From an optimization exercise on the open Yosys and OpenROAD flow, aimed at a short achievable clock period and few clock cycles per item; shortcuts taken in it are not production practice. The RTL was checked by simulation tests, not by an equivalence proof against the original design. The clock port is modelled as an ideal driver; clocking choices that lean on that would not hold on a real chip. Power figures rest on the tool's default switching activity, not on a simulated workload.

<file path="flow/run.sh">
#!/bin/bash
# Standard ORFS layout, with the top of the clock tree reshaped after CTS
# (flow/clk_inv.tcl): the root buffer is removed, so the clock port drives the
# four first-level clock buffers directly, and the first two buffer levels become
# inverters (inv_16) and the leaf buffers buf_12. Every register keeps the same
# number and kind of clock cells.
set -euo pipefail
work=$(pwd)
res=$work/orfs/results/$FLOW_PLATFORM/gray_vertical_census_bank/base
export PLATFORM_DIR=$FLOW_HOME/platforms/$FLOW_PLATFORM

bash standard.sh cts > log_1_standard_to_cts.log 2>&1

IN_ODB=$res/4_cts.odb IN_SDC=$res/4_cts.sdc OUT_ODB=$res/4_cts_reshaped.odb REPAIR_MARGIN=${REPAIR_MARGIN:-3.2} CLK_LEAF=sky130_fd_sc_hd__buf_12 \
  openroad -threads ${NUM_CORES:-4} -exit flow/clk_inv.tcl > log_2_clk_inv.log 2>&1
cp $res/4_cts_reshaped.odb $res/4_cts.odb
touch $res/4_cts.sdc

bash standard.sh finish > log_3_standard_finish.log 2>&1
</file>
<file path="flow/clk_inv.tcl">
# Reshape the top of the clock tree that CTS built:
#  2. turn the first two buffer levels below the port into inverters (CLK_INV), which are
#     faster than the two-stage clock buffers; the two inversions cancel, so every
#     register still sees the true clock, and every register's path keeps the same
#     number and kind of cells, so the tree stays balanced;
#  3. optionally give the leaf buffers another buffer cell (CLK_LEAF).
# Then repair setup timing with margin REPAIR_MARGIN (ns) if set.
# Reads IN_ODB/IN_SDC, writes OUT_ODB.
set pf $::env(PLATFORM_DIR)
read_liberty $pf/lib/sky130_fd_sc_hd__tt_025C_1v80.lib
read_db $::env(IN_ODB)
read_sdc $::env(IN_SDC)
source $pf/setRC.tcl
# the platform's don't-use cells (DONT_USE_CELLS in its config.mk)
set_dont_use [get_lib_cells {sky130_fd_sc_hd__probe_p_8 sky130_fd_sc_hd__probec_p_8 sky130_fd_sc_hd__lpflow_*}]
set_propagated_clock [all_clocks]

set INV [expr {[info exists ::env(CLK_INV)] ? $::env(CLK_INV) : "sky130_fd_sc_hd__inv_16"}]
set INV_LEVELS [expr {[info exists ::env(CLK_INV_LEVELS)] ? $::env(CLK_INV_LEVELS) : 2}]

set db [ord::get_db]
set block [ord::get_db_block]
set pnet [[$block findBTerm clk] getNet]

proc out_net {inst} {
  foreach it [$inst getITerms] {
    if {[$it isOutputSignal]} { return [$it getNet] }
  }
  return ""
}
proc is_clkbuf {inst} {
  return [string match "sky130_fd_sc_hd__clkbuf*" [[$inst getMaster] getName]]
}
proc loads {net} {
  set r {}
  foreach it [$net getITerms] {
    if {![$it isOutputSignal]} { lappend r $it }
  }
  return $r
}

estimate_parasitics -placement
puts "before:"
report_clock_latency

# 1. root buffer
set l [loads $pnet]
if {[llength $l] == 1 && [is_clkbuf [[lindex $l 0] getInst]]} {
  set root [[lindex $l 0] getInst]
  set onet [out_net $root]
  set sinks [loads $onet]
  if {[llength $sinks] <= 4} {
    foreach it $sinks { $it disconnect; $it connect $pnet }
    foreach it [$root getITerms] { $it disconnect }
    odb::dbInst_destroy $root
    odb::dbNet_destroy $onet
    puts "removed root buffer, port drives [llength $sinks] pins"
  }
}

# 2. levels: buffers at depth 1..INV_LEVELS below the port that drive only clock buffers
set levels {}
set frontier [list $pnet]
set ok 1
for {set d 1} {$d <= $INV_LEVELS} {incr d} {
  set insts {}
  set next {}
  foreach net $frontier {
    foreach it [loads $net] {
      set inst [$it getInst]
      set on [out_net $inst]
      # CTS's dummy loads drive nothing: they only add capacitance
      if {$on eq "" || $on eq "NULL"} { continue }
      if {![is_clkbuf $inst]} { set ok 0; continue }
      lappend insts $inst
      foreach it2 [loads $on] {
        set i2 [$it2 getInst]
        set o2 [out_net $i2]
        if {($o2 ne "" && $o2 ne "NULL") && ![is_clkbuf $i2]} { set ok 0 }
        if {($o2 eq "" || $o2 eq "NULL") && [$i2 isBlock] == 0 && ![string match "clkload*" [$i2 getName]]} { set ok 0 }
      }
      lappend next $on
    }
  }
  lappend levels $insts
  set frontier $next
}
if {$INV_LEVELS % 2 != 0} { set ok 0 }
puts "inverter levels: [lmap x $levels {llength $x}], ok=$ok"
if {$ok} {
  set n 0
  set li 0
  foreach insts $levels {
    # CLK_INV: one inverter cell, or one per level
    set inv [$db findMaster [lindex $INV [expr {min($li, [llength $INV] - 1)}]]]
    incr li
    foreach inst $insts {
      set in_net [[$inst findITerm A] getNet]
      set on [out_net $inst]
      lassign [$inst getLocation] x y
      set name [$inst getName]
      foreach it [$inst getITerms] { $it disconnect }
      odb::dbInst_destroy $inst
      set ni [odb::dbInst_create $block $inv "${name}_inv"]
      $ni setLocation $x $y
      $ni setPlacementStatus PLACED
      [$ni findITerm A] connect $in_net
      [$ni findITerm Y] connect $on
      incr n
    }
  }
  puts "replaced $n clock buffers with $INV"
  # optionally swap the leaf buffers (the next level) for another buffer cell
  if {[info exists ::env(CLK_LEAF)]} {
    set lm [$db findMaster $::env(CLK_LEAF)]
    set nl 0
    foreach net $frontier {
      foreach it [loads $net] {
        set inst [$it getInst]
        set on [out_net $inst]
        if {$on eq "" || $on eq "NULL"} { continue }
        if {[is_clkbuf $inst]} { $inst swapMaster $lm; incr nl }
      }
    }
    puts "swapped $nl leaf buffers to $::env(CLK_LEAF)"
  }
  detailed_placement
  check_placement -verbose
}
estimate_parasitics -placement
puts "after:"
report_clock_latency
set worst 0
foreach r [all_registers -clock_pins] { set s [get_property $r slew_max] ; if {$s > $worst} {set worst $s} }
puts "max register clock pin slew $worst"

if {[info exists ::env(REPAIR_MARGIN)]} {
  repair_timing -setup -setup_margin $::env(REPAIR_MARGIN) -repair_tns 100 -verbose
  detailed_placement
  check_placement -verbose
  estimate_parasitics -placement
}
report_worst_slack -max
report_worst_slack -min
global_connect
if {[info exists ::env(OUT_ODB)]} { write_db $::env(OUT_ODB) }
</file>
<file path="standard.sh">
#!/bin/bash
# synth_recipe.tcl (not shown) runs the flow's synth.tcl, then flattens the netlist and writes it again
# the make line also repeats each setting of config.mk as NAME=value (left out here)
make -C /OpenROAD-flow-scripts/flow DESIGN_CONFIG=/design/flow/config.mk WORK_HOME=/design/flow/orfs CLKGATE_MAP_FILE= SYNTH_SCRIPT=/design/flow/synth_recipe.tcl "${@:-finish}"
</file>
<file path="config.mk">
export PLATFORM = sky130hd
export DESIGN_NAME = gray_vertical_census_bank
export DESIGN_NICKNAME = gray_vertical_census_bank
export VERILOG_FILES = /design/flow/design.v
export SDC_FILE = /design/flow/constraint.sdc
export NUM_CORES = 4
export LEC_CHECK = 0
export ABC_CLOCK_PERIOD_IN_PS = 1800
export CAP_MARGIN = 20
export CORE_MARGIN = 2
export CORE_UTILIZATION = 65
export PLACE_DENSITY = 0.75
export SETUP_SLACK_MARGIN = 3.3
export SLEW_MARGIN = 20
</file>
<file path="constraint.sdc">
create_clock -name core_clock -period 5.2 [get_ports {clk}]
set_input_delay 1.0400 -clock core_clock [delete_from_list [all_inputs] [get_ports {clk}]]
set_output_delay 1.0400 -clock core_clock [all_outputs]
set_load 0.01 [all_outputs]
</file>
<file path="design.v">
module gray_vertical_census_bank (
  input  logic          clk,
  input  logic          reset,
  input  logic [127:0]  in_pixels,
  input  logic [7:0]    in_info,
  input  logic          in_valid,
  output logic          in_ready,
  input  logic          cfg_mode,
  input  logic [7:0]    cfg_threshold,
  output logic [31:0]   out_bits,
  output logic [7:0]    out_info,
  output logic          out_border,
  output logic          out_last,
  output logic          out_valid,
  input  logic          out_ready
);
  localparam int LANES = 16;
  localparam int N     = 17;
  localparam int DEPTH = 8;             
  localparam int CAP   = DEPTH - 1;     
  function automatic logic [15:0] ks_add(input logic [15:0] a, input logic [15:0] b,
                                         input logic cin);
    logic [15:0] p, g, pp, gg, pn, gn;
    p = a ^ b;
    g = a & b;
    g[0] = g[0] | (p[0] & cin);
    pp = p;
    gg = g;
    for (int d = 1; d < 16; d = d * 2) begin
      for (int i = 0; i < 16; i++) begin
        if (i >= d) begin
          gn[i] = gg[i] | (pp[i] & gg[i-d]);
          pn[i] = pp[i] & pp[i-d];
        end else begin
          gn[i] = gg[i];
          pn[i] = pp[i];
        end
      end
      pp = pn;
      gg = gn;
    end
    ks_add = p ^ {gg[14:0], cin};
  endfunction
  logic       in_ready_r;
  logic [3:0] cnt;                      
  logic [3:0] cnt_inc, cnt_dec;
  logic       acc, xfer;
  assign in_ready = in_ready_r;
  assign acc      = in_valid && in_ready_r;
  assign xfer     = out_valid && out_ready;
  assign cnt_inc  = cnt + 4'd1;
  assign cnt_dec  = cnt - 4'd1;
  always_ff @(posedge clk) begin
    if (reset) begin
      cnt        <= '0;
      in_ready_r <= 1'b1;
    end else begin
      case ({acc, xfer})
        2'b10: begin cnt <= cnt_inc; in_ready_r <= cnt < 4'(CAP - 1); end
        2'b01: begin cnt <= cnt_dec; in_ready_r <= cnt < 4'(CAP + 1); end
        default:                     in_ready_r <= cnt < 4'(CAP);
      endcase
    end
  end
  logic         v0;
  logic [127:0] p0;
  logic [7:0]   info0;
  logic         mode0;
  logic [7:0]   thr0;
  logic         reset_r;
  always_ff @(posedge clk) begin
    v0      <= acc && !reset;
    reset_r <= reset;
    p0      <= in_pixels;
    info0   <= in_info;
    mode0   <= cfg_mode;
    thr0    <= cfg_threshold;
  end
  logic [7:0]  win [LANES][N];          
  logic [12:0] ss  [LANES];             
  logic [12:0] sc  [LANES];
  logic [8:0]  k;
  logic [8:0]  k_inc;
  logic        full;                    
  logic        mode_l;
  logic [7:0]  thr_l;
  logic        vW, bW, lW;
  logic [7:0]  infoW;
  assign k_inc = 9'(ks_add({7'b0, k}, 16'b0, 1'b1));
  logic [12:0] c17w [LANES];            
  always_ff @(posedge clk) begin
    if (v0) begin
      for (int i = 0; i < LANES; i++) begin
        for (int j = N - 1; j > 0; j--) win[i][j] <= win[i][j-1];
        win[i][0] <= p0[8*i +: 8];
        c17w[i]   <= 13'(ks_add({4'b0, win[i][7], 4'b0}, {8'b0, win[i][7]}, 1'b0));
      end
    end
  end
  always_ff @(posedge clk) begin
    if (reset_r) begin
      for (int i = 0; i < LANES; i++) begin
        ss[i] <= '0;
        sc[i] <= '0;
      end
    end else if (v0) begin
      for (int i = 0; i < LANES; i++) begin
        logic [12:0] a, b, s1, c1, s2, c2;
        a  = {5'b0, p0[8*i +: 8]};
        b  = {5'b11111, ~(win[i][N-1] & {8{full}})};
        s1 = ss[i] ^ sc[i] ^ a;
        c1 = {(ss[i][11:0] & sc[i][11:0]) | (ss[i][11:0] & a[11:0]) | (sc[i][11:0] & a[11:0]), 1'b0};
        s2 = s1 ^ c1 ^ b;
        c2 = {(s1[11:0] & c1[11:0]) | (s1[11:0] & b[11:0]) | (c1[11:0] & b[11:0]), 1'b1};
        ss[i] <= s2;
        sc[i] <= c2;
      end
    end
  end
  always_ff @(posedge clk) begin
    if (reset_r) begin
      k      <= '0;
      full   <= 1'b0;
      mode_l <= 1'b0;
      thr_l  <= '0;
    end else if (v0) begin
      if (k == 9'd0) begin
        mode_l <= mode0;
        thr_l  <= thr0;
      end
      if (k == 9'd16) full <= 1'b1;
      k <= (k == 9'd479) ? 9'd0 : k_inc;
    end
  end
  always_ff @(posedge clk) begin
    if (reset) vW <= 1'b0;
    else       vW <= v0;
    if (v0) begin
      bW    <= (k < 9'd16);
      lW    <= (k == 9'd479);
      infoW <= info0;
    end
  end
  logic [12:0] t17;
  logic        mY;
  always_ff @(posedge clk) begin
    t17 <= mode_l ? 13'(ks_add({4'b0, thr_l, 4'b0}, {8'b0, thr_l}, 1'b0)) : '0;
    mY  <= mode_l;
  end
  logic [12:0] sumX [LANES];
  logic [14:0] eX   [LANES];            
  logic [13:0] fX   [LANES];            
  logic        vX, bX, lX;
  logic [7:0]  infoX;
  always_ff @(posedge clk) begin
    for (int i = 0; i < LANES; i++) begin
      sumX[i] <= 13'(ks_add({3'b0, ss[i]}, {3'b0, sc[i]}, 1'b0));
      eX[i]   <= 15'(ks_add({3'b0, c17w[i]}, {3'b111, ~t17}, 1'b1));
      fX[i]   <= 14'(ks_add({3'b0, c17w[i]}, {3'b0, t17}, 1'b0));
    end
    if (reset) vX <= 1'b0;
    else       vX <= vW;
    bX    <= bW;
    lX    <= lW;
    infoX <= infoW;
  end
  function automatic logic greater(input logic [15:0] x, input logic [15:0] y);
    logic [15:0] r;
    r = ks_add(x, ~y, 1'b0);
    greater = !r[15];
  endfunction
  logic [31:0] bitsY;
  always_comb begin
    for (int i = 0; i < LANES; i++) begin
      bitsY[2*i]   = !bX && greater({eX[i][14], eX[i]}, {3'b0, sumX[i]});
      bitsY[2*i+1] = !bX && mY && greater({3'b0, sumX[i]}, {2'b0, fX[i]});
    end
  end
  logic [41:0] resZ;
  logic        vZ;
  always_ff @(posedge clk) begin
    resZ <= {bitsY, infoX, bX, lX};
    if (reset) vZ <= 1'b0;
    else       vZ <= vX;
  end
  logic [41:0] fifo [DEPTH];
  logic [DEPTH-1:0] wp, rp, rp1;        
  logic [41:0] head0, head1;
  assign rp1 = {rp[DEPTH-2:0], rp[DEPTH-1]};
  always_comb begin
    head0 = '0;
    head1 = '0;
    for (int e = 0; e < DEPTH; e++) begin
      head0 = head0 | (fifo[e] & {42{rp[e]}});
      head1 = head1 | (fifo[e] & {42{rp1[e]}});
    end
  end
  always_ff @(posedge clk) begin
    for (int e = 0; e < DEPTH; e++)
      if (vZ && wp[e]) fifo[e] <= resZ;
  end
  always_ff @(posedge clk) begin
    if (reset) begin
      wp        <= DEPTH'(1);
      rp        <= DEPTH'(1);
      out_valid <= 1'b0;
    end else begin
      if (vZ) wp <= {wp[DEPTH-2:0], wp[DEPTH-1]};
      if (xfer) begin
        rp        <= rp1;
        out_valid <= (wp & rp1) == '0;
      end else begin
        out_valid <= (wp & rp) == '0;
      end
    end
  end
  always_ff @(posedge clk) begin
    {out_bits, out_info, out_border, out_last} <= xfer ? head1 : head0;
  end
endmodule
</file>
==> run notes, run 1 <==
Setup path
Counting both buffers and inverters, the worst setup path holds a total of 2. Broken down by cell family, the worst path's largest delay share belongs to simple AND/OR/NAND/NOR gates. The setup path with the least slack is of type flip-flop to flip-flop.

The highest net fanout along the worst path is 5. The master of the slowest instance on the critical path is sky130_fd_sc_hd__or4_1. STA classifies the critical path endpoint as a flip-flop.

The signal on the critical path passes through buf_12 -> buf_12 -> ha_4 -> fa_2 -> nand2b_4 -> a21oi_4 -> o31ai_4 -> a21oi_4 -> or4_1 -> nand3_1. STA puts the critical path data required time at about 5.6 ns. On the worst path, the slowest cell contributes a delay of 0.49 ns. STA classifies the critical path startpoint as a flip-flop. The worst path arrival time is 3.02 ns.

Floorplan
The die height is 512.6 µm. Once the floorplan was initialized, standard cells occupied 65.43% of the core. The core area is roughly 0.26 mm².

The floorplan has 186 rows. The overall die area is ~0.26 mm². In this run the count of I/O pins placed on the die edge is 193.

The floorplan step set the die width to 512.6 µm.

Outcome
The flow ran to the end and the layout has no timing, DRC or antenna violations.

STA
Timing would allow up to 382.4 MHz. After layout, the minimum clock period comes to between 2 and 3 ns. Measured against its own limit, the worst slew margin works out to 32.46%. At the pin with the least slew margin, the transition time is 1.011 ns.

On the final layout, the worst clock skew is 0.05004 ns. The final critical path takes up between 50% and 60% of the cycle. Across all setup checks in the final design, the least slack found is 2.585 ns. The final-layout setup total negative slack is 0 ns. The final number of setup-violating endpoints is 0.

The number of hold violations in the final report is 0. The number of slew-limit violations in the final report is 0. The worst hold-check slack is 0.3201 ns. Setup repair after global routing could not meet its margin everywhere.

Final layout
The core occupancy in the finished layout is 80.58%. The final layout contains 15.36k nets. The register area is 0.1078 mm². Leaving out fill and tap cells, the most frequent cells in the layout are sky130_fd_sc_hd__edfxtp_1, sky130_fd_sc_hd__inv_1, sky130_fd_sc_hd__dfxtp_1. Excluding fillers, the count of instances in the completed layout stands at 17.45k.

Relative to the synthesized area, the layout overhead comes to 23.15%. After routing the design area is 0.2070 mm². Cells with a size suffix above 1 make up 25.75% of the layout. The most common cell after layout, fill and taps aside is sky130_fd_sc_hd__edfxtp_1.

The multi-input combinational cells in the finished layout cover a total of 0.06357 mm². The filler cells instantiated in the layout total 13.01k.

GRT
The via count of the first global-routing pass is a little over 100k. The initial antenna violation count was 27. The first global-routing pass estimated between 600,000 and 700,000 µm of wire. The total global routing track utilization is a little under a third. The largest net degree at the start of global routing is 144. The total overflow left after global routing is 0.

Drt
The detail-routed via count per cell is 6.028. The average detailed-routed wire length per instance is 24.89 µm. The final wirelength is about 430,000 µm. The count of vias placed by the detailed router is between 100k and 150k. In the routed design, unresolved DRC markers number 0. The remaining number of nets flagged by the antenna check after routing is 0. The detailed router's first-iteration violation count is a little over 10k.

Before antenna repair, the detailed router went through 6 iterations.

Clock network
The clock reaches the later pin of the worst-skew pair after 0.49 ns. The maximum level of the CTS H-tree is 5. The number of buffers created by CTS is 390. Clock-pin slew was measured on the worst setup and hold paths at 0.08 ns. The TritonCTS clock tree is built.

In this run the clock root is driven by a sky130_fd_sc_hd__clkbuf_16. The total clock sinks is 4,022. In this run the deepest clock path goes through 4 buffers.

Placed design
The placed instance area is 0.1739 mm². The instance count after placement with tap cells included is about 16k. The setup slack after placement is 1.903 ns. The count of buffers inserted at the top-level ports is 192. The final weighted congestion of routability-driven global placement is between 0.8 and 0.9. Once detailed placement completed, the half-perimeter wirelength came to approximately 230,000 µm.

Synth
During synthesis, Yosys emitted a total of 9 warnings. The per-instance average area after synthesis is 13.58 µm². Yosys mapped the design onto 75 distinct sky130hd cell types. The mapped cell area is 0.1681 mm². The register area share after synthesis is 63.77%. The gate count after technology mapping is 12.38k.

The top flip-flop cell by instance count after synthesis is sky130_fd_sc_hd__edfxtp_1. The number of synthesized flops with an enable pin is 2,666. The total nets after synthesis is approximately 14k. The share of synthesized registers carrying an async set or reset is 0%. Counting flops and latches in the post-synthesis netlist gives 4,022.

Pwr
The maximum VDD drop is ~0.38 mV. The cell area power density is between 300 and 400 mW/mm². For this design the static power due to leakage is slightly below 80 nW.

The total power draw is 75.16 mW.

Min path
The worst hold path belongs to the class flip-flop to flip-flop.

Job
The max capacitance violation total is 0.
synthesized netlist by cell type, drive strengths merged (115+ instances only):
master,instances,area share (%)
o21ai,232,0.69
a211oi,195,0.87
xor2,132,0.69
mux2i,312,1.9
nor2,742,1.7
fa,354,4.2
nand2,394,0.88
a22oi,187,0.84
edfxtp,2666,48
inv,1484,3.3
dfxtp,1356,16
xnor2,435,2.3
nand3,142,0.42
ha,1147,8.5
buf,115,0.33
a21oi,478,1.4
a21o,171,0.76
nand2b,135,0.50
o21bai,134,0.60
clkbuf,237,0.53
state kept, by name (all words and copies together) (netlist names), 4 cells and up:
signal,count
sumX,208
ss,208
resZ,42
t17,13
k,9
rp,8
cnt,4
infoX,8
fX,214
c17w,208
thr_l,8
thr0,8
eX,234
info0,8
wp,8
infoW,8
out_bits,32
win,2112
p0,128
sc,193
out_info,8
fifo,336
metal layers:
metal / global-route usage [%] / part of all wire, % / wire length, µm / vias to the layer above
met5: 0 / 0.0078 / 34 / -
met2: 48.04 / 46 / 201300 / 4608
met1: 41.26 / 40 / 172500 / 52360
met4: 14.31 / 5.9 / 25660 / 6
li1: - / - / - / 46960
met3: 4.921 / 8.0 / 34760 / 1263
worst reg2reg max path: stages (launching register included):
cell and delay, ns:
sky130_fd_sc_hd__dfxtp_4 0.41, sky130_fd_sc_hd__buf_12 0.17, sky130_fd_sc_hd__buf_12 0.14, sky130_fd_sc_hd__ha_4 0.17
sky130_fd_sc_hd__fa_2 0.43, sky130_fd_sc_hd__nand2b_4 0.13, sky130_fd_sc_hd__a21oi_4 0.09, sky130_fd_sc_hd__o31ai_4 0.31
sky130_fd_sc_hd__a21oi_4 0.13, sky130_fd_sc_hd__or4_1 0.49, sky130_fd_sc_hd__nand3_1 0.08
power breakdown:
part,switching [mW],total [mW],internal (mW)
Combinational,5.41,9.80,4.38
Sequential,1.41,37.9,36.4
Clock,13.2,27.5,14.3
worst paths after layout:
path | from | end | slack [ns] | cells past startpoint
worst max-delay path | t17[0] | fX[14][12] | 2.59 | 10
worst min-delay path | infoX[0] | resZ[2] | 0.32 | 0
worst max register to register | t17[0] | fX[14][12] | 2.59 | 10
worst min register to register | infoX[0] | resZ[2] | 0.32 | 0
layout make-up:
cell class,count,area share [%]
repair buffers,1291,6.928
clock buffers,474,3.881
inverters,1529,3.130
flip-flops and latches,4022,52.07
well taps,3384,2.045
diodes,11,0.01330
clock inverters,225,1.218
multi-input cells,6514,30.71
repair inverters,1,0.005439
cells by family after synthesis:
| group | after synthesis | synth area share, % |
|---|---|---|
| multiplexers | 312 | 1.858 |
| AO/OA/AOI/OAI | 2065 | 8.403 |
| XOR/XNOR | 567 | 2.954 |
| flip-flops | 4022 | 63.77 |
| AND/OR/NAND/NOR | 2069 | 6.065 |
| buffers and inverters | 1846 | 4.199 |
| adder cells (fa/ha/maj) | 1501 | 12.75 |
repair_timing:
action                     in CTS  in global routing
buffers inserted              497                266
pin swaps                     764                528
hold buffers                    0                  0
setup endpoints to repair    3461               1199
resized for setup            1905               1036
cloned                         24                 23
Testbench counts, summed over its fixed seeds: cycles 11,568, items 11,520.
==> run 2: changes to the inputs <==
--- a/config.mk
+++ b/config.mk
@@ -6,9 +6,9 @@
 export NUM_CORES = 4
 export LEC_CHECK = 0
-export ABC_CLOCK_PERIOD_IN_PS = 1800
+export ABC_CLOCK_PERIOD_IN_PS = 2000
 export CAP_MARGIN = 20
 export CORE_MARGIN = 2
-export CORE_UTILIZATION = 65
-export PLACE_DENSITY = 0.75
-export SETUP_SLACK_MARGIN = 3.3
+export CORE_UTILIZATION = 55
+export PLACE_DENSITY = 0.65
+export SETUP_SLACK_MARGIN = 3.2
 export SLEW_MARGIN = 20
==> run 2 against run 1 <==
  * Non-clock buffer count is 187 lower
  * Sequential power hardly changed
  * Cell count is 3.0% higher
  * Highest routed layer unchanged
  * Die area grew 18%
  * Largest cell class unchanged
  * Critical endpoint is now eX[15][12]
  * First-iteration DRC count decreased by 21%
  * Area after synthesis stayed put
  * Worst setup slack gained 0.015 ns
==> run notes, run 2 <==
Synth
The total nets after synthesis is 14.03k (unchanged). The top flip-flop cell by instance count after synthesis is sky130_fd_sc_hd__edfxtp_1. The share of synthesized registers carrying an async set or reset is 0% (unchanged). The number of synthesized flops with an enable pin is 2,666 (unchanged). The gate count after technology mapping is 12.38k (unchanged).

The mapped cell area came to 0.1681 mm² (unchanged). In the post-synthesis netlist, the biggest area contributors are sky130_fd_sc_hd__edfxtp_1, sky130_fd_sc_hd__dfxtp_1, sky130_fd_sc_hd__ha_1. Sorting the synthesized cells by how often they occur yields sky130_fd_sc_hd__edfxtp_1, sky130_fd_sc_hd__inv_1, sky130_fd_sc_hd__dfxtp_1.

The share of the synthesized area in the top cell type is 47.62% (unchanged). In the post-synthesis netlist, the cell with the most instances is sky130_fd_sc_hd__edfxtp_1. The per-instance average area after synthesis is 13.58 µm² (unchanged).

The post-synthesis register bit count was 4,022 (unchanged). The register area share after synthesis is 63.77% (unchanged). The unique cell type count in the Yosys netlist is 75 (unchanged). sky130_fd_sc_hd__edfxtp_1 takes more of the synthesized area than any other cell.

The count of yosys warnings during synthesis is 9 (unchanged).

STA
The worst hold-check slack is 0.3388 ns (+0.01871 ns). Setup repair after global routing could not meet its margin everywhere. The final number of setup-violating endpoints is 0 (unchanged). The number of hold violations in the final report is 0 (unchanged).

The achievable clock frequency is 384.7 MHz (+0.59%). The actual transition at the worst max-transition pin is 1.001 ns (-0.01027 ns). The setup skew after layout is 0.07114 ns (+0.02110 ns). The final-layout setup total negative slack is 0 ns (unchanged). The number of slew-limit violations in the final report is 0 (unchanged). The clock period minus worst slack is 2.600 ns (-0.01530 ns). The portion of the clock cycle consumed by the worst path in the final layout is 49.99% (-0.29 points). The worst-case headroom to the max-slew limit is 33.15% (+0.69 points).

Pwr
The combinational share of power is 12.1% (-0.9 points). The design internal power is 55.72 mW (+1.1%). The maximum VDD drop is 0.4045 mV (+7.7%). The net switching fraction of the power is 26.05% (-0.63 points).

The switching power total came to 19.62 mW (-2.1%). The total power draw is 75.34 mW (+0.24%). The cell leakage power was 77.62 nW (-2.0%). The clock share of power is 37.8% (+1.2 points).

The cell area power density is 368.8 mW/mm² (+1.6%). The sequential share of power is 50.1% (-0.3 points).

Setup path
The biggest cell delay along the critical path is 0.43 ns (-0.06 ns). The signal on the critical path passes through clkinvlp_4 -> buf_12 -> buf_12 -> buf_12 -> ha_4 -> o211ai_1 -> a21oi_4 -> o21ai_4 -> o31ai_4 -> a41o_1 -> nor4_2. The sum of buffers and inverters on the critical path is 4 (+2).

The highest net fanout along the worst path was 5 (unchanged). The critical path endpoint category is a flip-flop. The largest individual stage delay along the critical path comes from the cell sky130_fd_sc_hd__dfxtp_4. The worst setup path is launched from a flip-flop.

The worst path arrival time came to 2.98 ns (-0.04 ns). The required time of the worst setup path is 5.58 ns (-0.02 ns). The cell family contributing the most delay on the critical path is compound AO/OA/AOI/OAI gates.

The worst setup path is of the flip-flop to flip-flop kind. By instance count, the cell type seen most on the critical path is sky130_fd_sc_hd__buf_12.

GRT
The via count of the first global-routing pass was 100.4k (-3.2%). The initial antenna violation count came to 17 (-37%). The aggregate global routing overflow is 0 (unchanged).

The largest net degree at the start of global routing came to 129 (-10%). The total global routing track utilization is 24.54% (-5.8 points). The first-pass GRT wire length came to 585,300 µm (-4.1%).

Clock network
The TritonCTS clock tree is built. The clock-pin transition on the worst setup and hold timing paths is 0.06 ns (-0.02 ns). The number of buffers created by CTS is 405 (+3.8%). The maximum level of the CTS H-tree is 5 (unchanged). The tree is rooted in a sky130_fd_sc_hd__clkbuf_16. The clock latency at the later pin of the worst-skew pair is 0.50 ns (about the same). The number of buffers inserted by hold repair at cts is 0 (unchanged). The clock tree buffer depth is 4 (unchanged). The total clock sinks is 4,022 (unchanged).

Final layout
The library cell used most frequently in the layout, excluding fill and tap cells, is sky130_fd_sc_hd__edfxtp_1. The share of cells above drive strength 1 is 20.91% (-4.8 points). The library cells used most frequently in the layout, excluding fill and tap cells, are sky130_fd_sc_hd__edfxtp_1, sky130_fd_sc_hd__inv_1, sky130_fd_sc_hd__dfxtp_1. The final instance area is 0.2043 mm² (-1.3%).

The final net count came to 15.19k (-1.1%). More flip-flops sit in one register than any other, and that register is win. The number of flip-flops in the largest register was 2,112 (unchanged). The core occupancy in the finished layout was 67.30% (-13 points). Relative to the synthesized area, the layout overhead comes to 21.52%. The largest registers in the layout are win (2112), fifo (336), eX (234).

Drt
The final wirelength is 393,800 µm (-9.3%). The detailed router's first-iteration violation count is 7,985 (-21%). The remaining design rule violation count is 0 (unchanged). The count of vias placed by the detailed router is 99.95k (-5.0%). The detail-routed via count per cell was 5.559 (-7.8%). The average detailed-routed wire length per instance is 21.90 µm (-12%). The remaining number of nets flagged by the antenna check after routing is 0 (unchanged). The length of the first detailed-routing pass in iterations is 6 (unchanged).

Placed design
The count of buffers inserted at the top-level ports is 192 (unchanged). The half-perimeter wire length of the detailed placement result came to 228,000 µm (+0.15%). The placed instance area came to 0.1748 mm² (+0.52%). The final weighted congestion of routability-driven global placement is 0.8745 (+0.89%).

Job
The max capacitance violation total is 0 (unchanged).

Outcome
The flow ran to the end and the layout has no timing, DRC or antenna violations.

Floorplan
The die height is 556.9 µm (+8.6%). The top-level port count was 193 (unchanged). The starting utilization of the core area is 55.38% (-10 points). The die outline width is 556.9 µm (+8.6%). The overall die area is 0.3101 mm² (+18%). The core area is 0.3035 mm² (+18%). The standard-cell row count is 202 (+8.6%).

Min path
The worst hold path belongs to the class flip-flop to flip-flop.
## run 2: cell types whose count changed in the layout (fill, tap and decap cells not counted), moves of 46 or more
cell / before / now
sky130_fd_sc_hd__inv_2: 141 / 52
sky130_fd_sc_hd__dfxtp_2: 204 / 87
sky130_fd_sc_hd__inv_1: 1312 / 1417
sky130_fd_sc_hd__buf_4: 584 / 483
sky130_fd_sc_hd__dfxtp_1: 1061 / 1225
sky130_fd_sc_hd__dfxtp_4: 91 / 44
sky130_fd_sc_hd__nand2_1: 331 / 377
## run 2: final cells by class
cell class              count  area [µm²]
well taps                4080        5105
clock buffers             498        8148
repair buffers           1104       12100
inverters                1529        6424
multi-input cells        6515       61940
clock inverters           231        3092
flip-flops and latches   4022      107500
diodes                      3       7.507
fillers                 20880       99250
## run 2: worst register-to-register path: stages (launching register included)
cell                         delay [ns]
sky130_fd_sc_hd__dfxtp_4           0.43
sky130_fd_sc_hd__clkinvlp_4        0.18
sky130_fd_sc_hd__buf_12            0.20
sky130_fd_sc_hd__buf_12            0.15
sky130_fd_sc_hd__buf_12            0.14
sky130_fd_sc_hd__ha_4              0.25
sky130_fd_sc_hd__o211ai_1          0.28
sky130_fd_sc_hd__a21oi_4           0.08
sky130_fd_sc_hd__o21ai_4           0.20
sky130_fd_sc_hd__o31ai_4           0.11
sky130_fd_sc_hd__a41o_1            0.22
sky130_fd_sc_hd__nor4_2            0.28
## run 2: path summary, 6_finish.rpt
| check | from | slack, ns | cells after the start | to |
|---|---|---|---|---|
| max | t17[3] | 2.60 | 11 | eX[15][12] |
| min | infoX[0] | 0.34 | 0 | resZ[2] |
| max reg2reg | t17[3] | 2.60 | 11 | eX[15][12] |
| min reg2reg | infoX[0] | 0.34 | 0 | resZ[2] |
## run 2: power groups by stage
| stage | clock, mW | sequential [mW] | combinational (mW) |
|---|---|---|---|
| after floorplan | 0 | 38.8 | 5.22 |
| after global placement | 0 | 38.3 | 7.04 |
| after detailed placement | 0 | 38.3 | 7.37 |
| after CTS | 30.8 | 37.7 | 8.44 |
| after global routing | 30.5 | 37.9 | 10.2 |
| final | 28.5 | 37.7 | 9.09 |
## run 2: routing by layer
metal	share of wire (%)	wire length, µm	track usage, %	vias to the layer above
li1	-	-	-	46570
met1	44	174800	34.86	49970
met2	46	182200	38.93	2660
met3	5.2	20330	2.944	752
met4	4.2	16340	9.236	6
met5	0.0099	39	0	-
## run 2: per-stage QoR
step                      setup slack [ns]  cells
after floorplan                     -11.57  12380
after global placement               1.967  16400
after detailed placement             1.860  16400
after CTS                            2.632  17660
after global routing                 2.548  17980
final                                2.600  17980
## run 2: repair_timing
action	CTS	global route
gates resized for setup	1655	507
cloned	19	7
pin swaps	701	349
buffers inserted	475	171
endpoints found under the setup margin	3110	854
hold endpoints to repair	0	0
## run 2: kinds of logic after synthesis
kind of cell    synth area share, %
fa+ha+maj                     12.75
compound gates                8.403
xor+xnor                      2.954
mux                           1.858
flops                         63.77
simple gates                  6.065
buf+inv                       4.199
==> run 3: changes to the inputs <==
==> flow/run.sh (replaced) <==
#!/bin/bash
# Standard ORFS layout with two changes:
#  - after placement (flow/io_snap.tcl), each output port's buffer is put next to its
#    pin and the flip-flop driving it next to the buffer;
#  - after CTS (flow/clk_inv.tcl), the top of the clock tree is reshaped: the root
#    buffer is removed, so the clock port drives the four first-level clock buffers
#    directly, the first two buffer levels become inverters (inv_16) and the leaf
#    buffers buf_12. Every register keeps the same number and kind of clock cells.
set -euo pipefail
work=$(pwd)
res=$work/orfs/results/$FLOW_PLATFORM/gray_vertical_census_bank/base
export PLATFORM_DIR=$FLOW_HOME/platforms/$FLOW_PLATFORM

bash standard.sh place > log_1_standard_to_place.log 2>&1

IN_ODB=$res/3_place.odb IN_SDC=$res/3_place.sdc OUT_ODB=$res/3_place_snapped.odb \
  openroad -threads ${NUM_CORES:-4} -exit flow/io_snap.tcl > log_2_io_snap.log 2>&1
cp $res/3_place_snapped.odb $res/3_place.odb
touch $res/3_place.sdc

bash standard.sh cts > log_3_standard_cts.log 2>&1

IN_ODB=$res/4_cts.odb IN_SDC=$res/4_cts.sdc OUT_ODB=$res/4_cts_reshaped.odb REPAIR_MARGIN=${REPAIR_MARGIN:-3.2} CLK_LEAF=sky130_fd_sc_hd__buf_12 \
  openroad -threads ${NUM_CORES:-4} -exit flow/clk_inv.tcl > log_4_clk_inv.log 2>&1
cp $res/4_cts_reshaped.odb $res/4_cts.odb
touch $res/4_cts.sdc

bash standard.sh finish > log_5_standard_finish.log 2>&1
==> flow/io_snap.tcl (new file) <==
# Place each output port's buffer next to its pin, and the flip-flop that drives the
# buffer next to the buffer, so that the paths to the outputs carry almost no wire.
# Reads IN_ODB/IN_SDC, writes OUT_ODB.
set pf $::env(PLATFORM_DIR)
read_liberty $pf/lib/sky130_fd_sc_hd__tt_025C_1v80.lib
read_db $::env(IN_ODB)
read_sdc $::env(IN_SDC)
source $pf/setRC.tcl

set block [ord::get_db_block]
set core [$block getCoreArea]
set cx0 [$core xMin]; set cy0 [$core yMin]; set cx1 [$core xMax]; set cy1 [$core yMax]

proc driver_of {net} {
  foreach it [$net getITerms] {
    if {[$it isOutputSignal]} { return $it }
  }
  return ""
}
proc clamp {v lo hi} { return [expr {max($lo, min($hi, $v))}] }

estimate_parasitics -placement
report_checks -path_delay max -to [all_outputs] -format end -group_path_count 5

set moved 0
foreach bt [$block getBTerms] {
  if {[$bt getIoType] ne "OUTPUT"} { continue }
  set net [$bt getNet]
  set drv [driver_of $net]
  if {$drv eq ""} { continue }
  set buf [$drv getInst]
  # the buffer's input net and its driver
  set bin ""
  foreach it [$buf getITerms] {
    if {[$it isInputSignal] && [$it getNet] ne "NULL"} { set bin [$it getNet] }
  }
  if {$bin eq ""} { continue }
  set fdrv [driver_of $bin]
  if {$fdrv eq ""} { continue }
  set ff [$fdrv getInst]
  if {![string match "*df*" [[$ff getMaster] getName]]} { continue }
  # pin location
  set bb [$bt getBBox]
  set px [expr {([$bb xMin] + [$bb xMax]) / 2}]
  set py [expr {([$bb yMin] + [$bb yMax]) / 2}]
  # direction into the core from the pin
  set dx 0; set dy 0
  if {$px <= $cx0} { set dx 1 } elseif {$px >= $cx1} { set dx -1 } elseif {$py <= $cy0} { set dy 1 } else { set dy -1 }
  set bw [[$buf getMaster] getWidth]
  set fw [[$ff getMaster] getWidth]
  set h [[$buf getMaster] getHeight]
  set bx [clamp $px $cx0 [expr {$cx1 - $bw}]]
  set by [clamp $py $cy0 [expr {$cy1 - $h}]]
  if {$dx != 0} {
    set fx [expr {$dx > 0 ? $bx + $bw : $bx - $fw}]
    set fy $by
  } else {
    set fx $bx
    set fy [expr {$dy > 0 ? $by + $h : $by - $h}]
  }
  $buf setLocation $bx $by
  $ff setLocation [clamp $fx $cx0 [expr {$cx1 - $fw}]] [clamp $fy $cy0 [expr {$cy1 - $h}]]
  incr moved
}
puts "moved $moved output buffer / flip-flop pairs"
detailed_placement
check_placement -verbose
estimate_parasitics -placement
report_checks -path_delay max -to [all_outputs] -format end -group_path_count 5
if {[info exists ::env(OUT_ODB)]} { write_db $::env(OUT_ODB) }
==> run 3 against run 2 <==
  * Synthesized cell count unchanged
  * Area after synthesis unchanged
  * Sequential share of layout area down 0.25 points
  * Cell count up 0.28%
  * Combinational power up 1%
  * Critical path depth unchanged
  * First-iteration DRC count down 0.43%
  * Die area unchanged
  * Critical endpoint is now fX[1][10]
  * Largest cell class unchanged
  * Largest power group unchanged
  * Highest routed layer unchanged
==> run notes, run 3 <==
Synth
The register area share after synthesis was 63.77% (unchanged). The share of synthesized registers carrying an async set or reset was 0% (unchanged). The count of yosys warnings during synthesis is 9 (unchanged). The cell accounting for the most synthesized area is sky130_fd_sc_hd__edfxtp_1.

The share of the synthesized area in the top cell type came to 47.62% (unchanged). The mapped cell area is 0.1681 mm² (unchanged). The top flip-flop cell by instance count after synthesis is sky130_fd_sc_hd__edfxtp_1.

The per-instance average area after synthesis is 13.58 µm² (unchanged). The unique cell type count in the Yosys netlist is 75 (unchanged). The number of synthesized flops with an enable pin is 2,666 (unchanged). The total nets after synthesis is 14.03k (unchanged). The most numerous cell in the Yosys netlist is sky130_fd_sc_hd__edfxtp_1. The gate count after technology mapping is 12.38k (unchanged). After synthesis, the cell types taking the most area are sky130_fd_sc_hd__edfxtp_1, sky130_fd_sc_hd__dfxtp_1, sky130_fd_sc_hd__ha_1. The post-synthesis register bit count was 4,022 (unchanged). Counting instances in the post-synthesis netlist gives the leading cell types as sky130_fd_sc_hd__edfxtp_1, sky130_fd_sc_hd__inv_1, sky130_fd_sc_hd__dfxtp_1.

GRT
The first-pass GRT wire length is 584,100 µm (-0.21%). In this run the most used layer during global routing was met2. The initial antenna violation count is 31 (+14). The met2 track demand over resource is 39.11% (+0.18 points). The largest net degree at the start of global routing is 129 (unchanged).

The aggregate global routing overflow is 0 (unchanged). The met3 demand-to-capacity share in global routing came to 2.647% (-0.30 points). The via count of the first global-routing pass is 100.4k (-0.029%). The met1 global-route usage is 34.71% (-0.15 points). The total global routing track utilization is 24.46% (-0.081 points).

Drt
The detailed router's first-iteration violation count came to 7,951 (-0.43%). The detail-routed via count per cell came to 5.557 (about the same). The final wirelength is 392,000 µm (-0.44%). The length of the first detailed-routing pass in iterations is 6 (unchanged). The average detailed-routed wire length per instance is 21.74 µm (-0.73%). The remaining design rule violation count is 0 (unchanged). The remaining number of nets flagged by the antenna check after routing was 0 (unchanged).

The count of vias placed by the detailed router is 100.2k (+0.25%).

Clock network
The TritonCTS clock tree is built. The number of buffers created by CTS is 404 (-0.25%). The clock tree buffer depth is 4 (unchanged). The clock latency at the later pin of the worst-skew pair was 0.50 ns (about the same). The number of buffers inserted by hold repair at cts came to 0 (unchanged). The clock-pin transition on the worst setup and hold timing paths came to 0.06 ns (about the same). The clock root buffer master is sky130_fd_sc_hd__clkbuf_16.

The total clock sinks came to 4,022 (unchanged). The maximum level of the CTS H-tree was 5 (unchanged).

Placed design
The final weighted congestion of routability-driven global placement is 0.8745 (unchanged). The instance count after placement with tap cells included is 16.40k (unchanged). The half-perimeter wire length of the detailed placement result is 228,000 µm (unchanged). The setup slack after placement is 1.860 ns (unchanged). The count of buffers inserted at the top-level ports is 192 (unchanged).

Setup path
For this design, the slowest cell found on the critical path is sky130_fd_sc_hd__or4_1. The most numerous cell type found on the critical path is sky130_fd_sc_hd__a21oi_2. The type of the worst setup path is flip-flop to flip-flop. The logic depth of the worst register-to-register path is 11 (unchanged).

STA classifies the critical path startpoint as a flip-flop. The signal on the critical path passes through buf_12 -> buf_6 -> buf_8 -> ha_4 -> fa_2 -> nand2b_1 -> a21oi_2 -> o31ai_2 -> a21oi_2 -> or4_1 -> nand3_1. The biggest cell delay along the critical path is 0.53 ns (+0.10 ns). In this design, the largest share of critical-path delay is due to simple AND/OR/NAND/NOR gates. The required time of the worst setup path came to 5.61 ns (+0.03 ns).

The worst path arrival time was 2.97 ns (about the same). The critical path endpoint category is a flip-flop. The sum of buffers and inverters on the critical path is 3 (-1). The cell count along the critical path was 11 (unchanged). The highest net fanout along the worst path is 4 (-1).

Final layout
The final net count is 15.24k (+0.33%). The number of flip-flops in the largest register is 2,112 (unchanged). The largest register by flop count is win. The number of fill cells came to 20.79k (-0.43%). The most common cell after layout, fill and taps aside is sky130_fd_sc_hd__edfxtp_1. The register area is 0.1074 mm² (about the same). The largest registers in the layout are win (2112), fifo (336), eX (234).

The area used by multi-input combinational logic is 0.06259 mm² (+1.0%). The final cell count without fillers is 18.03k (+0.28%). The area added between synthesis and finish is 22.01%. The core occupancy in the finished layout is 67.57% (+0.27 points).

The share of cells above drive strength 1 is 21.39% (+0.48 points). The top cell types in the final layout, fill and taps aside, are sky130_fd_sc_hd__edfxtp_1, sky130_fd_sc_hd__inv_1, sky130_fd_sc_hd__dfxtp_1.

Floorplan
The die outline width is 556.9 µm (unchanged). The overall die area came to 0.3101 mm² (unchanged). The starting utilization of the core area came to 55.38% (unchanged).

The top-level port count came to 193 (unchanged). The standard-cell row count is 202 (unchanged). The core area is 0.3035 mm² (unchanged).

The die height is 556.9 µm (unchanged).

Job
The max capacitance violation total is 0 (unchanged).

STA
The setup skew after layout is 0.05415 ns (-0.01699 ns). The actual transition at the worst max-transition pin is 1.014 ns (+0.01260 ns). The achievable clock frequency came to 390.7 MHz (+1.6%).

The final-layout setup total negative slack is 0 ns (unchanged). The final number of setup-violating endpoints is 0 (unchanged). The worst-case headroom to the max-slew limit is 32.31% (-0.84 points). Setup repair after global routing could not meet its margin everywhere. The number of hold violations in the final report is 0 (unchanged). The portion of the clock cycle consumed by the worst path in the final layout is 49.22% (-0.77 points). The clock period minus worst slack was 2.559 ns (-0.04025 ns). The number of slew-limit violations in the final report is 0 (unchanged). The post-route worst setup slack came to 2.641 ns (+0.04025 ns).

Pwr
The cell area power density is 367.0 mW/mm² (-0.47%). The cell leakage power is 77.92 nW (+0.38%). The maximum VDD drop came to 0.3491 mV (-14%). The total power draw came to 75.29 mW (about the same).

Min path
The min-delay analysis places its worst path in the category flip-flop to flip-flop. The worst hold path depth is 0 (unchanged).

Outcome
The flow ran to the end and the layout has no timing, DRC or antenna violations.
[run 3: changes by cell type in the layout (fill, tap and decap cells not counted), moves of 13 or more]
| cell | delta |
|---|---|
| sky130_fd_sc_hd__buf_4 | +41 |
| sky130_fd_sc_hd__a31oi_1 | -24 |
| sky130_fd_sc_hd__buf_2 | +24 |
| sky130_fd_sc_hd__dfxtp_1 | +24 |
| sky130_fd_sc_hd__ha_4 | +23 |
| sky130_fd_sc_hd__dfxtp_4 | -21 |
| sky130_fd_sc_hd__clkbuf_8 | +20 |
| sky130_fd_sc_hd__ha_2 | -20 |
| sky130_fd_sc_hd__buf_6 | -16 |
| sky130_fd_sc_hd__a31oi_4 | +13 |
[run 3: kinds of logic after synthesis]
logic type / after synthesis / synth area share (%)
mux: 312 / 1.858
fa+ha+maj: 1501 / 12.75
buf+inv: 1846 / 4.199
xor+xnor: 567 / 2.954
flops: 4022 / 63.77
compound gates: 2065 / 8.403
simple gates: 2069 / 6.065
[run 3: power by group]
part	internal (mW)	switching [mW]	total (mW)
clock network	15.2	13.1	28.4
registers	36.4	1.29	37.7
logic	4.13	5.06	9.19
total	55.8	19.5	75.3
[run 3: cell type report]
class | count | share of cell area [%]
diodes | 4 | 0.004880
clock buffers | 518 | 4.169
clock inverters | 210 | 1.341
inverters | 1529 | 3.140
multi-input cells | 6515 | 30.51
flip-flops and latches | 4022 | 52.36
well taps | 4080 | 2.489
repair buffers | 1155 | 5.984
[run 3: worst register-to-register path, stage by stage (launching register included)]
cell and delay, ns:
sky130_fd_sc_hd__dfxtp_4 0.37, sky130_fd_sc_hd__buf_12 0.15, sky130_fd_sc_hd__buf_6 0.12, sky130_fd_sc_hd__buf_8 0.12, sky130_fd_sc_hd__ha_4 0.16, sky130_fd_sc_hd__fa_2 0.37, sky130_fd_sc_hd__nand2b_1 0.09, sky130_fd_sc_hd__a21oi_2 0.07
sky130_fd_sc_hd__o31ai_2 0.29, sky130_fd_sc_hd__a21oi_2 0.15, sky130_fd_sc_hd__or4_1 0.53, sky130_fd_sc_hd__nand3_1 0.08
[run 3: through the flow]
stage | area [µm²] | hold WS, ns
after global routing | 205100 | 0.3319
after floorplan | 168100 | 0.3096
after global placement | 174800 | 0.3212
after detailed placement | 174800 | 0.3121
final | 205100 | 0.3270
after CTS | 200500 | 0.3281
[run 3: metal layers]
metal / up-vias / wire (µm)
met5: - / 51
met4: 8 / 14700
met3: 773 / 20170
met2: 2792 / 183300
met1: 49940 / 173700
li1: 46690 / -
[run 3: final timing paths]
| kind | start | end | slack (ns) |
|---|---|---|---|
| min | infoX[0] | resZ[2] | 0.33 |
| max reg2reg | t17[0] | fX[1][10] | 2.64 |
| max | t17[0] | fX[1][10] | 2.64 |
| min reg2reg | infoX[0] | resZ[2] | 0.33 |
[run 3: timing repair]
| item | 4_1_cts | 5_1_grt |
|---|---|---|
| cloned | 13 | 6 |
| setup buffers | 506 | 185 |
| pin swaps | 658 | 391 |
| setup endpoints to repair | 2998 | 843 |
| gates resized for setup | 1662 | 568 |
==> run 4: changes to the inputs <==
==> design.v (replaced) <==
module gray_vertical_census_bank (
  input  logic          clk,
  input  logic          reset,
  input  logic [127:0]  in_pixels,
  input  logic [7:0]    in_info,
  input  logic          in_valid,
  output logic          in_ready,
  input  logic          cfg_mode,
  input  logic [7:0]    cfg_threshold,
  output logic [31:0]   out_bits,
  output logic [7:0]    out_info,
  output logic          out_border,
  output logic          out_last,
  output logic          out_valid,
  input  logic          out_ready
);
  localparam int LANES = 16;
  localparam int N     = 17;
  localparam int DEPTH = 12;            
  localparam int CAP   = DEPTH - 1;     
  function automatic logic [15:0] ks_add(input logic [15:0] a, input logic [15:0] b,
                                         input logic cin);
    logic [15:0] p, g, pp, gg, pn, gn;
    p = a ^ b;
    g = a & b;
    g[0] = g[0] | (p[0] & cin);
    pp = p;
    gg = g;
    for (int d = 1; d < 16; d = d * 2) begin
      for (int i = 0; i < 16; i++) begin
        if (i >= d) begin
          gn[i] = gg[i] | (pp[i] & gg[i-d]);
          pn[i] = pp[i] & pp[i-d];
        end else begin
          gn[i] = gg[i];
          pn[i] = pp[i];
        end
      end
      pp = pn;
      gg = gn;
    end
    ks_add = p ^ {gg[14:0], cin};
  endfunction
  logic       in_ready_r;
  logic [3:0] cnt;
  logic [3:0] cnt_next;
  logic       acc, xfer, xr;
  logic       v0;
  assign in_ready = in_ready_r;
  assign acc      = in_valid && in_ready_r;
  assign xfer     = out_valid && out_ready;
  always_comb begin
    case ({v0, xr})
      2'b10:   cnt_next = cnt + 4'd1;
      2'b01:   cnt_next = cnt - 4'd1;
      default: cnt_next = cnt;
    endcase
  end
  logic le_m3, le_m2, le_m1, le_m0;     
  assign le_m3 = cnt <= 4'(CAP - 3);
  assign le_m2 = cnt <= 4'(CAP - 2);
  assign le_m1 = cnt <= 4'(CAP - 1);
  assign le_m0 = cnt <= 4'(CAP);
  logic ready_next;
  always_comb begin
    case ({in_ready_r, v0, xr})
      3'b000:  ready_next = le_m1;
      3'b001:  ready_next = le_m0;
      3'b010:  ready_next = le_m2;
      3'b011:  ready_next = le_m1;
      3'b100:  ready_next = le_m2;
      3'b101:  ready_next = le_m1;
      3'b110:  ready_next = le_m3;
      default: ready_next = le_m2;
    endcase
  end
  always_ff @(posedge clk) begin
    if (reset) begin
      cnt        <= '0;
      xr         <= 1'b0;
      in_ready_r <= 1'b1;
    end else begin
      cnt        <= cnt_next;
      xr         <= xfer;
      in_ready_r <= ready_next;
    end
  end
  logic [7:0]   win [LANES][N];         
  logic         v1;
  logic [127:0] p0;
  logic [7:0]   o0  [LANES];
  logic [7:0]   info0;
  logic         mode0;
  logic [7:0]   thr0;
  logic         reset_r;
  logic [4:0]   n;
  logic         full_n, sel14, sel15, sel16;
  assign full_n = (n == 5'd17);
  assign sel14  = full_n && v0 && v1;
  assign sel15  = full_n && (v0 != v1);
  assign sel16  = full_n && !v0 && !v1;
  always_ff @(posedge clk) begin
    if (reset) begin
      n  <= '0;
      v0 <= 1'b0;
    end else begin
      if (acc && !full_n) n <= n + 5'd1;
      v0 <= acc;
    end
    for (int i = 0; i < LANES; i++)
      o0[i] <= (win[i][14] & {8{sel14}}) | (win[i][15] & {8{sel15}}) | (win[i][16] & {8{sel16}});
    reset_r <= reset;
    p0      <= in_pixels;
    info0   <= in_info;
    mode0   <= cfg_mode;
    thr0    <= cfg_threshold;
  end
  logic [7:0]  p1  [LANES];
  logic [8:0]  d1  [LANES];             
  logic [7:0]  info1;
  logic        mode1;
  logic [7:0]  thr1;
  always_ff @(posedge clk) begin
    for (int i = 0; i < LANES; i++) begin
      p1[i] <= p0[8*i +: 8];
      d1[i] <= 9'(ks_add({8'b0, p0[8*i +: 8]}, {8'hff, ~o0[i]}, 1'b1));
    end
    if (reset) v1 <= 1'b0;
    else       v1 <= v0;
    info1 <= info0;
    mode1 <= mode0;
    thr1  <= thr0;
  end
  logic [14:0] ss  [LANES];
  logic [14:0] sc  [LANES];
  logic [12:0] c17w [LANES];            
  logic [8:0]  k;
  logic [8:0]  k_inc;
  logic        mode_l;
  logic [7:0]  thr_l;
  logic        vW, bW, lW;
  logic [7:0]  infoW;
  assign k_inc = 9'(ks_add({7'b0, k}, 16'b0, 1'b1));
  always_ff @(posedge clk) begin
    if (v1) begin
      for (int i = 0; i < LANES; i++) begin
        for (int j = N - 1; j > 0; j--) win[i][j] <= win[i][j-1];
        win[i][0] <= p1[i];
        c17w[i]   <= 13'(ks_add({4'b0, win[i][7], 4'b0}, {8'b0, win[i][7]}, 1'b0));
      end
    end
  end
  always_ff @(posedge clk) begin
    if (reset_r) begin
      for (int i = 0; i < LANES; i++) begin
        ss[i] <= '0;
        sc[i] <= '0;
      end
    end else if (v1) begin
      for (int i = 0; i < LANES; i++) begin
        logic [14:0] a;
        a     = {{6{d1[i][8]}}, d1[i]};
        ss[i] <= ss[i] ^ sc[i] ^ a;
        sc[i] <= {(ss[i][13:0] & sc[i][13:0]) | (ss[i][13:0] & a[13:0]) | (sc[i][13:0] & a[13:0]), 1'b0};
      end
    end
  end
  always_ff @(posedge clk) begin
    if (reset_r) begin
      k      <= '0;
      mode_l <= 1'b0;
      thr_l  <= '0;
    end else if (v1) begin
      if (k == 9'd0) begin
        mode_l <= mode1;
        thr_l  <= thr1;
      end
      k <= (k == 9'd479) ? 9'd0 : k_inc;
    end
  end
  always_ff @(posedge clk) begin
    if (reset) vW <= 1'b0;
    else       vW <= v1;
    if (v1) begin
      bW    <= (k < 9'd16);
      lW    <= (k == 9'd479);
      infoW <= info1;
    end
  end
  logic [14:0] sumA [LANES];
  logic [12:0] c17A [LANES];
  logic [12:0] t17A;
  logic        mA, vA, bA, lA;
  logic [7:0]  infoA;
  always_ff @(posedge clk) begin
    for (int i = 0; i < LANES; i++) begin
      sumA[i] <= 15'(ks_add({1'b0, ss[i]}, {1'b0, sc[i]}, 1'b0));
      c17A[i] <= c17w[i];
    end
    t17A  <= mode_l ? 13'(ks_add({4'b0, thr_l, 4'b0}, {8'b0, thr_l}, 1'b0)) : '0;
    mA    <= mode_l;
    if (reset) vA <= 1'b0;
    else       vA <= vW;
    bA    <= bW;
    lA    <= lW;
    infoA <= infoW;
  end
  logic [14:0] dX [LANES];              
  logic [12:0] t17X;
  logic        mX, vX, bX, lX;
  logic [7:0]  infoX;
  always_ff @(posedge clk) begin
    for (int i = 0; i < LANES; i++)
      dX[i] <= 15'(ks_add({3'b0, c17A[i]}, {1'b1, ~sumA[i]}, 1'b1));
    t17X  <= t17A;
    mX    <= mA;
    if (reset) vX <= 1'b0;
    else       vX <= vA;
    bX    <= bA;
    lX    <= lA;
    infoX <= infoA;
  end
  function automatic logic [7:0] grp(input logic [15:0] a, input logic [15:0] b,
                                     input logic cin);
    logic [15:0] p, g;
    logic [3:0]  gg, pp;
    p = a ^ b;
    g = a & b;
    g[0] = g[0] | (p[0] & cin);
    for (int q = 0; q < 4; q++) begin
      logic gq, pq;
      gq = 1'b0;
      pq = 1'b1;
      for (int j = 0; j < 4; j++) begin
        if (4 * q + j < 15) begin
          gq = g[4*q+j] | (p[4*q+j] & gq);
          pq = pq & p[4*q+j];
        end
      end
      gg[q] = gq;
      pp[q] = pq;
    end
    grp = {p[15], gg, pp[3:1]};
  endfunction
  function automatic logic sign_of(input logic [7:0] x);
    logic c15;
    c15 = x[6] | (x[2] & (x[5] | (x[1] & (x[4] | (x[0] & x[3])))));
    sign_of = x[7] ^ c15;
  endfunction
  logic [7:0]  gY [LANES];
  logic [7:0]  lY [LANES];
  logic        mY, vY, bY, lastY;
  logic [7:0]  infoY;
  always_ff @(posedge clk) begin
    for (int i = 0; i < LANES; i++) begin
      logic [15:0] dd, nt;
      dd = {dX[i][14], dX[i]};
      nt = ~{3'b0, t17X};
      gY[i] <= grp(dd, nt, 1'b0);
      lY[i] <= grp(~dd, nt, 1'b1);
    end
    mY    <= mX;
    if (reset) vY <= 1'b0;
    else       vY <= vX;
    bY    <= bX;
    lastY <= lX;
    infoY <= infoX;
  end
  logic [31:0] bitsY;
  always_comb begin
    for (int i = 0; i < LANES; i++) begin
      bitsY[2*i]   = !bY && !sign_of(gY[i]);
      bitsY[2*i+1] = !bY && mY && !sign_of(lY[i]);
    end
  end
  logic [41:0] resZ;
  logic        vZ;
  always_ff @(posedge clk) begin
    resZ <= {bitsY, infoY, bY, lastY};
    if (reset) vZ <= 1'b0;
    else       vZ <= vY;
  end
  logic [41:0] fifo [DEPTH];
  logic [DEPTH-1:0] wp, rp, rp1;        
  logic [41:0] head0, head1;
  assign rp1 = {rp[DEPTH-2:0], rp[DEPTH-1]};
  always_comb begin
    head0 = '0;
    head1 = '0;
    for (int e = 0; e < DEPTH; e++) begin
      head0 = head0 | (fifo[e] & {42{rp[e]}});
      head1 = head1 | (fifo[e] & {42{rp1[e]}});
    end
  end
  always_ff @(posedge clk) begin
    for (int e = 0; e < DEPTH; e++)
      if (vZ && wp[e]) fifo[e] <= resZ;
  end
  logic [DEPTH-1:0] rp_x;               
  logic [41:0]      head_x;             
  logic             ov_x, ov_h;         
  assign rp_x   = out_valid ? rp1 : rp;
  assign head_x = out_valid ? head1 : head0;
  assign ov_x   = (wp & rp_x) == '0;
  assign ov_h   = (wp & rp) == '0;
  always_ff @(posedge clk) begin
    if (reset) begin
      wp        <= DEPTH'(1);
      rp        <= DEPTH'(1);
      out_valid <= 1'b0;
    end else begin
      if (vZ) wp <= {wp[DEPTH-2:0], wp[DEPTH-1]};
      rp        <= out_ready ? rp_x : rp;
      out_valid <= out_ready ? ov_x : ov_h;
    end
  end
  always_ff @(posedge clk) begin
    {out_bits, out_info, out_border, out_last} <= out_ready ? head_x : head0;
  end
endmodule
==> run 4 against run 3 <==
  * Sequential cell count up 987
  * Synthesized cell count up 5.7%
  * Clock skew down 0.019 ns
  * Worst setup slack better by 0.48 ns
==> run notes, run 4 <==
Placed design
The half-perimeter wire length of the detailed placement result is 215,600 µm (-5.4%). The placed instance area came to 0.1959 mm² (+12%). The count of buffers inserted at the top-level ports is 192 (unchanged). The final weighted congestion of routability-driven global placement came to 0.8120 (-7.1%). The instance count after placement with tap cells included is 17.59k (+7.3%).

Pwr
The cell area power density is 381.1 mW/mm² (+3.8%). The net switching fraction of the power is 23.27% (-2.6 points). The switching power total is 19.27 mW (-1.0%). The maximum VDD drop is 0.6976 mV (+100%). The clock share of power is 41.6% (+3.9 points). The design internal power is 63.55 mW (+14%). The total power draw came to 82.82 mW (+10%). The combinational share of power is 5.2% (-7.0 points). The cell leakage power is 80.20 nW (+2.9%). The sequential share of power is 53.2% (+3.1 points).

Floorplan
The top-level port count was 193 (unchanged). The starting utilization of the core area is 55.32% (-0.062 points). The standard-cell row count came to 214 (+5.9%). The die height is 589.1 µm (+5.8%). The die outline width is 589.1 µm (+5.8%). The overall die area came to 0.3470 mm² (+12%). The core area is 0.3403 mm² (+12%).

GRT
The first-pass GRT wire length came to 564,500 µm (-3.4%). The initial antenna violation count is 22 (-29%). The via count of the first global-routing pass was 103.1k (+2.8%). The total global routing track utilization was 20.38% (-4.1 points).

The largest net degree at the start of global routing is 215 (+67%). The aggregate global routing overflow is 0 (unchanged).

Drt
The remaining number of nets flagged by the antenna check after routing came to 0 (unchanged). The final wirelength was 367,800 µm (-6.2%). The detail-routed via count per cell is 5.452 (-1.9%). The remaining design rule violation count is 0 (unchanged). The length of the first detailed-routing pass in iterations is 7 (+1). The average detailed-routed wire length per instance is 19.48 µm (-10%).

The detailed router's first-iteration violation count came to 7,444 (-6.4%). The count of vias placed by the detailed router is 103.0k (+2.7%).

STA
The final-layout setup total negative slack is 0 ns (unchanged). The number of hold violations in the final report came to 0 (unchanged). The final number of setup-violating endpoints is 0 (unchanged). The achievable clock frequency is 481.4 MHz (+23%). Setup repair after global routing could not meet its margin everywhere.

The number of slew-limit violations in the final report is 0 (unchanged). The actual transition at the worst max-transition pin came to 1.097 ns (+0.08341 ns). The setup skew after layout is 0.03474 ns (-0.01941 ns). The portion of the clock cycle consumed by the worst path in the final layout is 39.95% (-9.3 points). The worst-case headroom to the max-slew limit came to 26.33% (-6.0 points). The clock period minus worst slack is 2.077 ns (-0.4819 ns).

Synth
The register area share after synthesis is 68.33% (+4.6 points). The unique cell type count in the Yosys netlist is 63 (-16%). Sorting the synthesized cells by how often they occur yields sky130_fd_sc_hd__edfxtp_1, sky130_fd_sc_hd__dfxtp_1, sky130_fd_sc_hd__ha_1.

The total nets after synthesis is 14.53k (+3.6%). The mapped cell area was 0.1883 mm² (+12%). The per-instance average area after synthesis is 14.38 µm² (+5.9%). The largest total area in the synthesized netlist belongs to sky130_fd_sc_hd__edfxtp_1.

The number of synthesized flops with an enable pin is 2,834 (+6.3%). The gate count after technology mapping is 13.09k (+5.7%). The post-synthesis register bit count is 5,009 (+25%). The count of yosys warnings during synthesis is 14 (+5). The share of synthesized registers carrying an async set or reset was 0% (unchanged).

After synthesis, the cell types taking the most area are sky130_fd_sc_hd__edfxtp_1, sky130_fd_sc_hd__dfxtp_1, sky130_fd_sc_hd__ha_1. The most used flip-flop cell after synthesis is sky130_fd_sc_hd__edfxtp_1. The most numerous cell in the Yosys netlist is sky130_fd_sc_hd__edfxtp_1. The share of the synthesized area in the top cell type is 45.20% (-2.4 points).

Setup path
The highest net fanout along the worst path is 2 (-2). STA classifies the critical path endpoint as a flip-flop. The required time of the worst setup path came to 5.67 ns (+0.06 ns). The critical path in this run is classified as flip-flop to flip-flop. The worst setup path is launched from a flip-flop. The worst path arrival time is 2.54 ns (-0.43 ns).

Final layout
The final instance area is 0.2173 mm² (+5.9%). The final cell count without fillers is 18.88k (+4.7%). Counting flops per register, the top entry is win.

The share of cells above drive strength 1 came to 14.48% (-6.9 points). The area added between synthesis and finish is 15.42%. The number of fill cells came to 24.43k (+18%).

The core occupancy in the finished layout is 63.85% (-3.7 points). In the final layout, the registers with the most flip-flops are win (2136), fifo (504). The top cell types in the final layout, fill and taps aside, are sky130_fd_sc_hd__edfxtp_1, sky130_fd_sc_hd__dfxtp_1, sky130_fd_sc_hd__ha_1.

The final net count is 15.36k (+0.75%). The number of flip-flops in the largest register is 2,136 (+1.1%). Leaving out fill and tap cells, the most frequent cell in the layout is sky130_fd_sc_hd__edfxtp_1.

Clock network
The clock root buffer master is sky130_fd_sc_hd__clkbuf_16. The maximum level of the CTS H-tree is 6 (+1). The clock-pin transition on the worst setup and hold timing paths came to 0.06 ns (about the same).

The clock latency at the later pin of the worst-skew pair is 0.57 ns (+0.07 ns). The number of buffers created by CTS is 523 (+29%). The clock tree buffer depth is 4 (unchanged).

TritonCTS built the clock tree. The total clock sinks is 5,009 (+25%).

Outcome
The flow ran to the end and the layout has no timing, DRC or antenna violations.

Min path
The class of the tightest hold or removal check is flip-flop to flip-flop.

Job
The max capacitance violation total was 0 (unchanged).
[run 4: changes by cell type after synthesis, moves of 84 or more]
cell	change
sky130_fd_sc_hd__nor2b_1	+191
sky130_fd_sc_hd__edfxtp_1	+168
sky130_fd_sc_hd__inv_1	-558
sky130_fd_sc_hd__mux2i_1	+277
sky130_fd_sc_hd__nor2_1	+141
sky130_fd_sc_hd__nand2_1	-121
sky130_fd_sc_hd__o21ai_0	+129
sky130_fd_sc_hd__ha_1	-125
sky130_fd_sc_hd__a222oi_1	+84
sky130_fd_sc_hd__dfxtp_1	+819
[run 4: kinds of logic after synthesis]
group,after synthesis,synth area share (%)
muxes,589,3.132
adders and majority gates,1296,9.706
xor gates and xnor gates,627,2.917
buffers and inverters,1267,2.574
and+or+nand+nor,2092,5.370
AOI/OAI and AO/OA,2208,7.972
DFF,5009,68.33
[run 4: cell type report]
cell class / count / area, µm² / share of cell area (%)
flip-flops and latches: 5009 / 128900 / 59.33
inverters: 990 / 4835 / 2.225
clock inverters: 214 / 2046 / 0.9414
multi-input cells: 6814 / 58240 / 26.80
repair buffers: 641 / 6474 / 2.979
diodes: 2 / 5.005 / 0.002303
clock buffers: 678 / 11090 / 5.105
well taps: 4536 / 5675 / 2.612
[run 4: power groups by stage]
stage	sequential (mW)	clock, mW	combinational [mW]
after CTS	44.0	37.6	4.18
after global routing	44.2	37.1	4.89
after global placement	44.8	0	3.66
final	44.1	34.4	4.32
after detailed placement	44.9	0	3.86
after floorplan	45.1	0	2.71
[run 4: path summary, 6_finish.rpt]
path | from | to | slack [ns] | depth (start not counted)
max | c17A[14][0] | dX[14][14] | 3.12 | 10
min | infoY[5] | resZ[7] | 0.31 | 0
max reg2reg | c17A[14][0] | dX[14][14] | 3.12 | 10
min reg2reg | infoY[5] | resZ[7] | 0.31 | 0
[run 4: worst max-delay path: stages, from the launching register on]
cell and delay (ns):
sky130_fd_sc_hd__dfxtp_2 0.32, sky130_fd_sc_hd__inv_2 0.04, sky130_fd_sc_hd__ha_4 0.15, sky130_fd_sc_hd__fa_2 0.37
sky130_fd_sc_hd__nand2b_4 0.16, sky130_fd_sc_hd__a21oi_4 0.15, sky130_fd_sc_hd__o2111ai_2 0.16, sky130_fd_sc_hd__a31oi_2 0.24
sky130_fd_sc_hd__nand3_1 0.14, sky130_fd_sc_hd__a21oi_2 0.15, sky130_fd_sc_hd__xnor2_1 0.13
[run 4: metrics by stage]
stage / hold WS, ns / worst slack, ns
6_report: 0.3141 / 3.123
5_1_grt: 0.3270 / 3.020
2_1_floorplan: 0.3096 / -11.91
3_5_place_dp: 0.3121 / 1.871
4_1_cts: 0.3201 / 2.615
3_3_place_gp: 0.3108 / 1.927
[run 4: routing by layer]
layer	vias to the layer above	track usage, %	routed length, µm
met5	-	0	36
met4	6	6.529	10700
met3	770	2.897	20050
met2	2638	32.96	171700
met1	50550	28.60	165300
li1	49000	-	-
[run 4: timing repair]
action / in CTS / in global routing
buffers inserted: 178 / 123
hold endpoints to repair: 0 / 0
cloned: 4 / 15
pin swaps: 304 / 259
resized for setup: 834 / 487
endpoints found under the setup margin: 2931 / 482
hold buffers: 0 / 0
Testbench counts of run 4, summed over its fixed seeds: cycles 11,592, items 11,520.

==> what the ideal ports hide <==
In the flow no input, the clock included, has a driving cell. The finished layouts below were timed again as built, in two steps. Step 1 assumes that a clkbuf_16 drives the clock port and a buf_2 every other input. Step 2 adds t to the input delays and takes it off the output delays; t is the mean of the earliest and latest rising clock arrival at the registers after step 1. Input paths then give back, and output paths get back, about the clock's delay inside the block. a / b / c = ideal ports / drivers / drivers and shift; a / b = the first two.
run | t (ns) | slack for setup (ns) | hold slack, ns
run 1 | 0.789 | 2.585 / 2.585 / 2.585 | 0.320 / 0.320 / 0.320
run 2 | 0.791 | 2.600 / 2.600 / 2.600 | 0.339 / 0.339 / 0.339
run 3 | 0.787 | 2.641 / 2.641 / 2.641 | 0.327 / 0.327 / 0.327
run 4 | 0.878 | 3.123 / 2.812 / 2.582 | 0.314 / 0.314 / 0.314
After both steps every run listed still meets setup and hold. For run 4, which loses most, drivers alone change the setup slack by -0.311 ns; drivers and shift together by -0.541 ns.
